This is an optimization exercise on Yosys and OpenROAD, whose aim is small area, not a production implementation.
The RTL was checked by simulation tests, not by an equivalence proof against the original design.
Power and IR drop assume default switching activity.

Setup of zinc:
==> flow/design.v (excerpt) <==
module harmonic_comb_energy #(
    parameter int NUM_HARMONICS = hce_pkg::DEF_NUM_HARMONICS,
    parameter int MAX_BINS      = hce_pkg::DEF_MAX_BINS
) (
    input  logic                              i_clk,
    input  logic                              i_rst_n,
    input  logic                              i_s_tvalid,
    output logic                              o_s_tready,
    input  logic [hce_pkg::S_TDATA_W-1:0]     i_s_tdata,
    input  logic                              i_s_tlast,
    output logic                              o_m_tvalid,
    input  logic                              i_m_tready,
    output logic [hce_pkg::M_TDATA_W-1:0]     o_m_tdata,
    input  logic                              i_cfg_we,
    input  logic [hce_pkg::CFG_IDX_W-1:0]     i_cfg_idx,
    input  logic [hce_pkg::CFG_DATA_W-1:0]    i_cfg_data
);
    localparam int R  = 4;     
    localparam int XW = 32;    
    localparam int EW = 35;
    logic [22:0] r_f;
  ...
Size: ~3000 cells after synthesis, roughly 97 I/O pins, about 0.025 sq mm of cells after synthesis.
clock: 10.0 ns
lec_check: 0
cap_margin: 20
core_margin: 2
core_utilization: 40
slew_margin: 20
run.sh (not shown) runs the stock make flow with config.mk's settings and CLKGATE_MAP_FILE= SYNTH_SCRIPT=/design/flow/synth_recipe.tcl, a recipe that flattens the netlist after the stock synthesis.
zinc ran to completion and came out clean on the timing, DRC and antenna checks.
Edits applied to the flow inputs when going from zinc to quartz:
diff --git a/flow/design.v b/flow/design.v
--- a/flow/design.v
+++ b/flow/design.v
@@ -69,21 +69,21 @@
     output logic                              o_s_tready,
     input  logic [hce_pkg::S_TDATA_W-1:0]     i_s_tdata,
     input  logic                              i_s_tlast,
     output logic                              o_m_tvalid,
     input  logic                              i_m_tready,
     output logic [hce_pkg::M_TDATA_W-1:0]     o_m_tdata,
     input  logic                              i_cfg_we,
     input  logic [hce_pkg::CFG_IDX_W-1:0]     i_cfg_idx,
     input  logic [hce_pkg::CFG_DATA_W-1:0]    i_cfg_data
 );
-    localparam int R  = 4;     
+    localparam int R  = 7;     
     localparam int XW = 32;    
     localparam int EW = 35;
     logic [22:0] r_f;
     logic [23:0] r_w;
     logic        r_mode;       
     logic        r_wge;        
     logic [R-1:0]       r_v, r_l, r_d, r_s;
     logic [R-1:0][23:0] r_m;
     logic [XW-1:0] r_x;
     logic [4:0]    r_h;
@@ -184,65 +184,59 @@
                    (r_k[7]  & (|r_w[23:21]))    | (r_k[8]  & (|r_w[23:20])) |
                    (r_k[9]  & (|r_w[23:19]))    | (r_k[10] & (|r_w[23:18]));
     logic [XW-1:0] op_a, op_b, op_c;
     logic          ci_b, ci_c;      
     logic [XW-1:0] rs, rc, row;
     always_comb begin
         rs = op_a ^ op_b ^ op_c;
         rc = ((op_a & op_b) | (op_a & op_c) | (op_b & op_c)) << 1;
         rc[0] = ci_b;
     end
-    hce_csel #(.N(XW), .B(6)) u_row (.a(rs), .b(rc), .cin(ci_c), .s(row), .cout());
-    logic [XW-1:0] drow, d_b;
-    logic          y_neg, y_zero;
-    assign d_b = x_neg ? f64 : ~f64;
-    hce_csel #(.N(XW), .B(6)) u_drow (.a(r_x << 1), .b(d_b), .cin(!x_neg), .s(drow), .cout());
-    assign y_neg  = drow[XW-1];
-    assign y_zero = (drow == '0);
+    hce_csel #(.N(XW), .B(8)) u_row (.a(rs), .b(rc), .cin(ci_c), .s(row), .cout());
     logic [XW-1:0] x_next;
     logic [4:0]    h_next;
     logic [2:0]    ec_next;
     logic          ovf_next, z_next;
     always_comb begin
         op_a = r_x; op_b = ~w2; ci_b = 1'b1; op_c = '0; ci_c = 1'b0;
         x_next = r_x; h_next = r_h; ec_next = r_ec; ovf_next = r_ovf; z_next = r_z;
         if (r_ec != 3'd0) begin
             ec_next = r_ec + 3'd1;
             if (r_ec == 3'd1) begin
                 if (r_k == '0) ec_next = 3'd0;
                 ovf_next = 1'b0;
                 z_next   = 1'b0;
                 op_a = t9s << 1; op_b = t9c << 1; ci_b = 1'b0; op_c = ~w1; ci_c = 1'b1;
                 x_next = p_big ? XW'(36'h20000000) : {2'b00, row[XW-3:0]};
             end else if (!r_mode) begin
                 ec_next = 3'd0;
                 op_a = f64; op_b = ~f4; ci_b = 1'b1; op_c = ~r_x; ci_c = 1'b1;
                 x_next = row;
-            end else if (r_ec != 3'd4) begin
-                op_a = drow << 1; op_c = '0; ci_c = 1'b0;
-                if (y_neg) begin op_b = f64;  ci_b = 1'b0; end
+            end else if (r_ec != 3'd7) begin
+                op_a = r_x << 1; op_c = '0; ci_c = 1'b0;
+                if (x_neg) begin op_b = f64;  ci_b = 1'b0; end
                 else       begin op_b = ~f64; ci_b = 1'b1; end
                 x_next = row;
-                h_next = {r_h[2:0], !y_neg, !row[XW-1]};
-                ovf_next = r_ovf | (r_x[XW-1] != r_x[XW-2]) | (drow[XW-1] != drow[XW-2]);
-                z_next   = r_z | y_zero | ((r_ec == 3'd3) && x_zero);
+                h_next = {r_h[3:0], !row[XW-1]};
+                ovf_next = r_ovf | (r_x[XW-1] != r_x[XW-2]);
+                z_next   = r_z | (row == '0);
             end else begin
                 ec_next = 3'd0;
-                op_a = y_neg ? '0 : f2; op_b = ~w2; ci_b = 1'b1; op_c = ~{{5{drow[XW-1]}}, drow[XW-1:5]}; ci_c = 1'b1;
-                if (r_ovf || (r_x[XW-1] != r_x[XW-2])) begin
+                op_a = x_neg ? '0 : f2; op_b = ~w2; ci_b = 1'b1; op_c = ~{{5{r_x[XW-1]}}, r_x[XW-1:5]}; ci_c = 1'b1;
+                if (r_ovf) begin
                     h_next = 5'd31;
-                end else if (!y_zero && !r_z && !x_zero) begin
+                end else if (!x_zero && !r_z) begin
                     x_next = row;
-                    h_next = ({r_h[3:0], !y_neg} == 5'd31) ? 5'd31 : {r_h[3:0], !y_neg} + 5'd1;
+                    h_next = (r_h == 5'd31) ? 5'd31 : r_h + 5'd1;
                 end else begin
                     x_next = ~w2 + 1'b1;
-                    h_next = ({r_h[3:0], !y_neg} == 5'd0) ? 5'd31 : {r_h[3:0], !y_neg};
+                    h_next = (r_h == 5'd0) ? 5'd31 : r_h;
                 end
             end
         end else if (jv && !jlast) begin
             if (r_k == '0) begin
                 h_next = 5'd1;
                 if (r_mode) begin op_a = f2;  op_b = ~w2; ci_b = 1'b1; op_c = ~w1; ci_c = 1'b1; end
                 else        begin op_a = f64; op_b = ~f4; ci_b = 1'b1; op_c = ~w1; ci_c = 1'b1; end
                 x_next = row;
             end else if (r_k != 11'd2047) begin
                 if (r_mode) begin
==> run summary <==
- A highest metal layer used by the detailed router of met4 is what zinc shows, while met5 belongs to quartz.
- STATUS worst setup slack: quartz loses against zinc
- Register area share after synthesis: quartz vs zinc up 8.4 points
- Measured against each other, zinc and quartz differ in fraction of met3 tracks used by global routing, the higher figure coming from zinc.
- zinc → quartz: post-synthesis to final-layout area growth lost 0.36 points, number of gates resized after cts lost 1, critical path data required time lost 70 ps, sequential power picked up an extra about 30%.
- Comparing zinc and quartz, the higher average instance area after synthesis is on quartz.
- Going from zinc to quartz, utilization after layout -0.36 points, design area +3.2%, die area +3.5%, total length of routed wires -about 11%.
- [compare] base=zinc new=quartz: maximum clock frequency has remained practically unchanged; mux contribution to synthesized area higher.

## what the ideal ports hide
No port has a modelled driver above. Below, the same layouts with a new extraction and two added sets of constraints. Step 1 sets driving cells, clkbuf_16 on the clock port and buf_2 on the other inputs (assumed; they add their load-dependent delay and slew). Step 2 also shifts input and output timing later by t, the mid clock arrival at the registers, as if the neighbouring blocks saw the same clock. a / b / c = ideal / step 1 / step 2; a / b = the first two.
| run | t (ns) | setup WS [ns] | hold WS [ns] | worst setup path after step 2 | clock arrival spread, ns |
|---|---|---|---|---|---|
| zinc | 0.669 | 0.448 / 0.448 / 0.448 | 0.416 / 0.416 / 0.416 | register to register | 0.017 / 0.017 |
| quartz | 0.642 | 0.444 / 0.444 / 0.444 | 0.391 / 0.391 / 0.391 | register to register | 0.034 / 0.034 |
After both steps setup and hold are still met in every run listed.
